This design comes from an exercise in tuning for small area, a short achievable clock period and few clock cycles per item on the open sky130 flow, not from production work. The RTL was checked by simulation tests, not by an equivalence proof against the original design. No activity file was given, so power comes from the tool's default toggle rates.

## booth_radix2_multiplier_core
module booth_radix2_multiplier_core #(
   parameter int MAX_WIDTH = 16
) (
   input  logic                      clock,
   input  logic                      reset,
   input  logic                          req_valid,
   output logic                          req_ready,
   input  logic [brm_pkg::IN_W-1:0]      req_multiplicand_bits,
   input  logic [brm_pkg::IN_W-1:0]      req_multiplier_bits,
   output logic                          rsp_valid,
   input  logic                          rsp_ready,
   output logic [brm_pkg::PRODUCT_W-1:0] rsp_product_bits,
   output logic                          rsp_negative,
   output logic [brm_pkg::MAG_W-1:0]     rsp_magnitude,
   input  logic                      csr_write_enable,
   input  logic [brm_pkg::CFG_W-1:0] csr_write_data
);
   logic [15:0] wm, wtop;
   logic [31:0] pmask;
   logic [3:0] nm1_ff;
   always_ff @(posedge clock) begin
      if (reset) begin
         nm1_ff <= 4'd15;
      end else if (csr_write_enable) begin
         nm1_ff <= (csr_write_data < 5'd2) ? 4'd1 : (csr_write_data > 5'd16) ? 4'd15 : 4'(csr_write_data - 5'd1);
      end
   end
   always_comb begin
      for (int i = 0; i < 16; i++) begin
         wm[i] = (4'(i) <= nm1_ff);
      end
   end
   assign wtop = wm & ~(wm >> 1);
   always_comb begin
      for (int i = 0; i < 16; i++) begin
         pmask[2*i]   = wm[i];
         pmask[2*i+1] = wm[i];
      end
   end
   logic        en;
   logic        req_sa, req_sb;
   logic [15:0] ax;
   logic [7:0] one;
  ...
export LEC_CHECK = 0
export ABC_CLOCK_PERIOD_IN_PS = 3100
export CAP_MARGIN = 20
export CORE_MARGIN = 2
export CORE_UTILIZATION = 40
export CTS_BUF_LIST = sky130_fd_sc_hd__clkbuf_8
export PLACE_DENSITY = 0.6
export SETUP_SLACK_MARGIN = 4.1
export SLEW_MARGIN = 20
create_clock -name core_clock -period 7.2 [get_ports {clock}]
standard.sh (not shown) runs the stock make flow with config.mk's settings and CLKGATE_MAP_FILE= SYNTH_SCRIPT=/design/flow/synth_recipe.tcl, a recipe that flattens the netlist after the stock synthesis.
==> flow/flow/run.sh <==
#!/bin/bash
# Layout flow: the standard ORFS flow (standard.sh) with two changes:
#  1. synthesis: the same script, except that Yosys's "synth -run fine:" step
#     gets -noabc, so the quick ABC pass there does not re-encode the adder
#     trees before extract_fa (it leaves fewer inverters around the fa/ha
#     cells); flops, hierarchy flattening and renaming are as in synth_recipe.tcl.
#  2. port buffers are sky130_fd_sc_hd__buf_2 instead of the delay cell that
#     buffer_ports picks by default.
# Each tool's output goes to the ORFS logs under orfs/logs; make's own output
# goes to flow_make.log here.
set -euo pipefail
here=$(pwd)
sed 's|^proc synth {args} { yosys synth -nofsm -noshare {\*}\$args }|proc synth {args} { if {[lsearch -exact $args fine:] >= 0} { lappend args -noabc }; yosys synth -nofsm -noshare {*}$args }|' synth_recipe.tcl > flow_synth.tcl
grep -q -- '-noabc' flow_synth.tcl
sed -e "s|SYNTH_SCRIPT=[^ ]*|SYNTH_SCRIPT=$here/flow_synth.tcl|" \
    -e 's|"\${@:-finish}"|BUFFER_PORTS_ARGS="-buffer_cell sky130_fd_sc_hd__buf_2" "${@:-finish}"|' standard.sh > flow_standard_mod.sh
grep -q flow_synth.tcl flow_standard_mod.sh
bash flow_standard_mod.sh > flow_make.log 2>&1
The starting point passed the timing, design-rule and antenna checks.
Testbench counts at the start, summed over its fixed seeds: cycles 8,024, items 8,000.
Rerun with:
--- a/flow/config.mk
+++ b/flow/config.mk
@@ -8 +8 @@
-export ABC_CLOCK_PERIOD_IN_PS = 3100
+export ABC_CLOCK_PERIOD_IN_PS = 3000
@@ -14 +14 @@
-export SETUP_SLACK_MARGIN = 4.1
+export SETUP_SLACK_MARGIN = 4.2
@@ -15,0 +16 @@
+export TNS_END_PERCENT = 30
Result:
- clock-buffer cell count does not change
- via count goes up by 1.1%
- core utilization goes up by 0.79 points
- clock skew goes down by 6.6 ps
- cell count goes up by 0.96%
- critical path depth is unchanged
Rerun with:
--- a/flow/config.mk
+++ b/flow/config.mk
@@ -8 +8 @@
-export ABC_CLOCK_PERIOD_IN_PS = 3000
+export ABC_CLOCK_PERIOD_IN_PS = 3100
@@ -12,0 +13,2 @@
+export CTS_CLUSTER_DIAMETER = 60
+export CTS_CLUSTER_SIZE = 30
@@ -14 +16 @@
-export SETUP_SLACK_MARGIN = 4.2
+export SETUP_SLACK_MARGIN = 4.1
Outcome: The new run completed with no timing, DRC or antenna violations; hold slack improved by 3.0 ps; first-iteration DRC count goes up by a quarter to a third; combinational power goes down by a few percent; via count goes down slightly; sequential share of layout area goes up by 0.71 points; final area goes down by a few percent; register-to-register slack improved by 80 ps; non-clock buffer count goes down by 28; setup slack improved by 65 ps.
Rerun with:
--- a/flow/config.mk
+++ b/flow/config.mk
@@ -9 +9 @@
-export CAP_MARGIN = 20
+export CAP_MARGIN = 5
@@ -13,2 +12,0 @@
-export CTS_CLUSTER_DIAMETER = 60
-export CTS_CLUSTER_SIZE = 30
@@ -17 +15 @@
-export SLEW_MARGIN = 20
+export SLEW_MARGIN = 5
Register-to-register slack hardly moves; final area is unchanged; sequential share of layout area does not change; die area stays the same.
Rerun with:
--- a/flow/config.mk
+++ b/flow/config.mk
@@ -9 +9 @@
-export CAP_MARGIN = 5
+export CAP_MARGIN = 20
@@ -15,2 +15,2 @@
-export SLEW_MARGIN = 5
-export TNS_END_PERCENT = 30
+export SLEW_MARGIN = 20
+export TNS_END_PERCENT = 20
Effect:
- hold slack got worse by 3.6 ps
- flip-flop and latch count is unchanged
- setup slack gets worse by 85 ps
Rerun with:
--- a/flow/config.mk
+++ b/flow/config.mk
@@ -11 +11 @@
-export CORE_UTILIZATION = 40
+export CORE_UTILIZATION = 50
@@ -13 +13 @@
-export PLACE_DENSITY = 0.6
+export PLACE_DENSITY = 0.7
@@ -16 +16 @@
-export TNS_END_PERCENT = 20
+export TNS_END_PERCENT = 30
The new run finished with timing, DRC and antenna clean. Routed wire length went up by 2.4%. Core utilization went up by 12 points. Die area went down by 20%. Global-route usage went up by 5.0 points. Critical path depth went up by 8. Setup slack gets worse by 100 ps. Maximum frequency went down by 3.1%. Flip-flop and latch count does not change. Count of clock-buffer cells in the layout is unchanged. Via count went up by 5.5%. Clock power barely changes.

==> re-timing with driven ports <==
In the flow no input, the clock included, has a driving cell. The finished layouts below were timed again as built, in two steps. Step 1 sets driving cells, clkbuf_16 on the clock port and buf_2 on the other inputs (assumed; they add their load-dependent delay and slew). Step 2 times the ports against the registers' clock, not the clock port: input delays grow and output delays shrink by t, the midpoint of the rising clock arrivals with the driver on. Slacks: ideal / step 1 / step 2; pairs: ideal / step 1.
run | shift t [ns] | setup WS [ns] | worst data-port slew with drivers (ns)
the first run | 0.545 | 3.975 / 3.975 / 3.706 | 0.12
the second run | 0.524 | 4.031 / 3.990 / 3.824 | 0.06
the third run | 0.548 | 4.096 / 3.958 / 3.644 | 0.18
the fourth run | 0.548 | 4.096 / 3.958 / 3.644 | 0.18
the fifth run | 0.546 | 4.011 / 3.840 / 3.677 | 0.17
the sixth run | 0.505 | 3.910 / 3.868 / 3.692 | 0.25
After both steps every run listed still meets setup and hold.
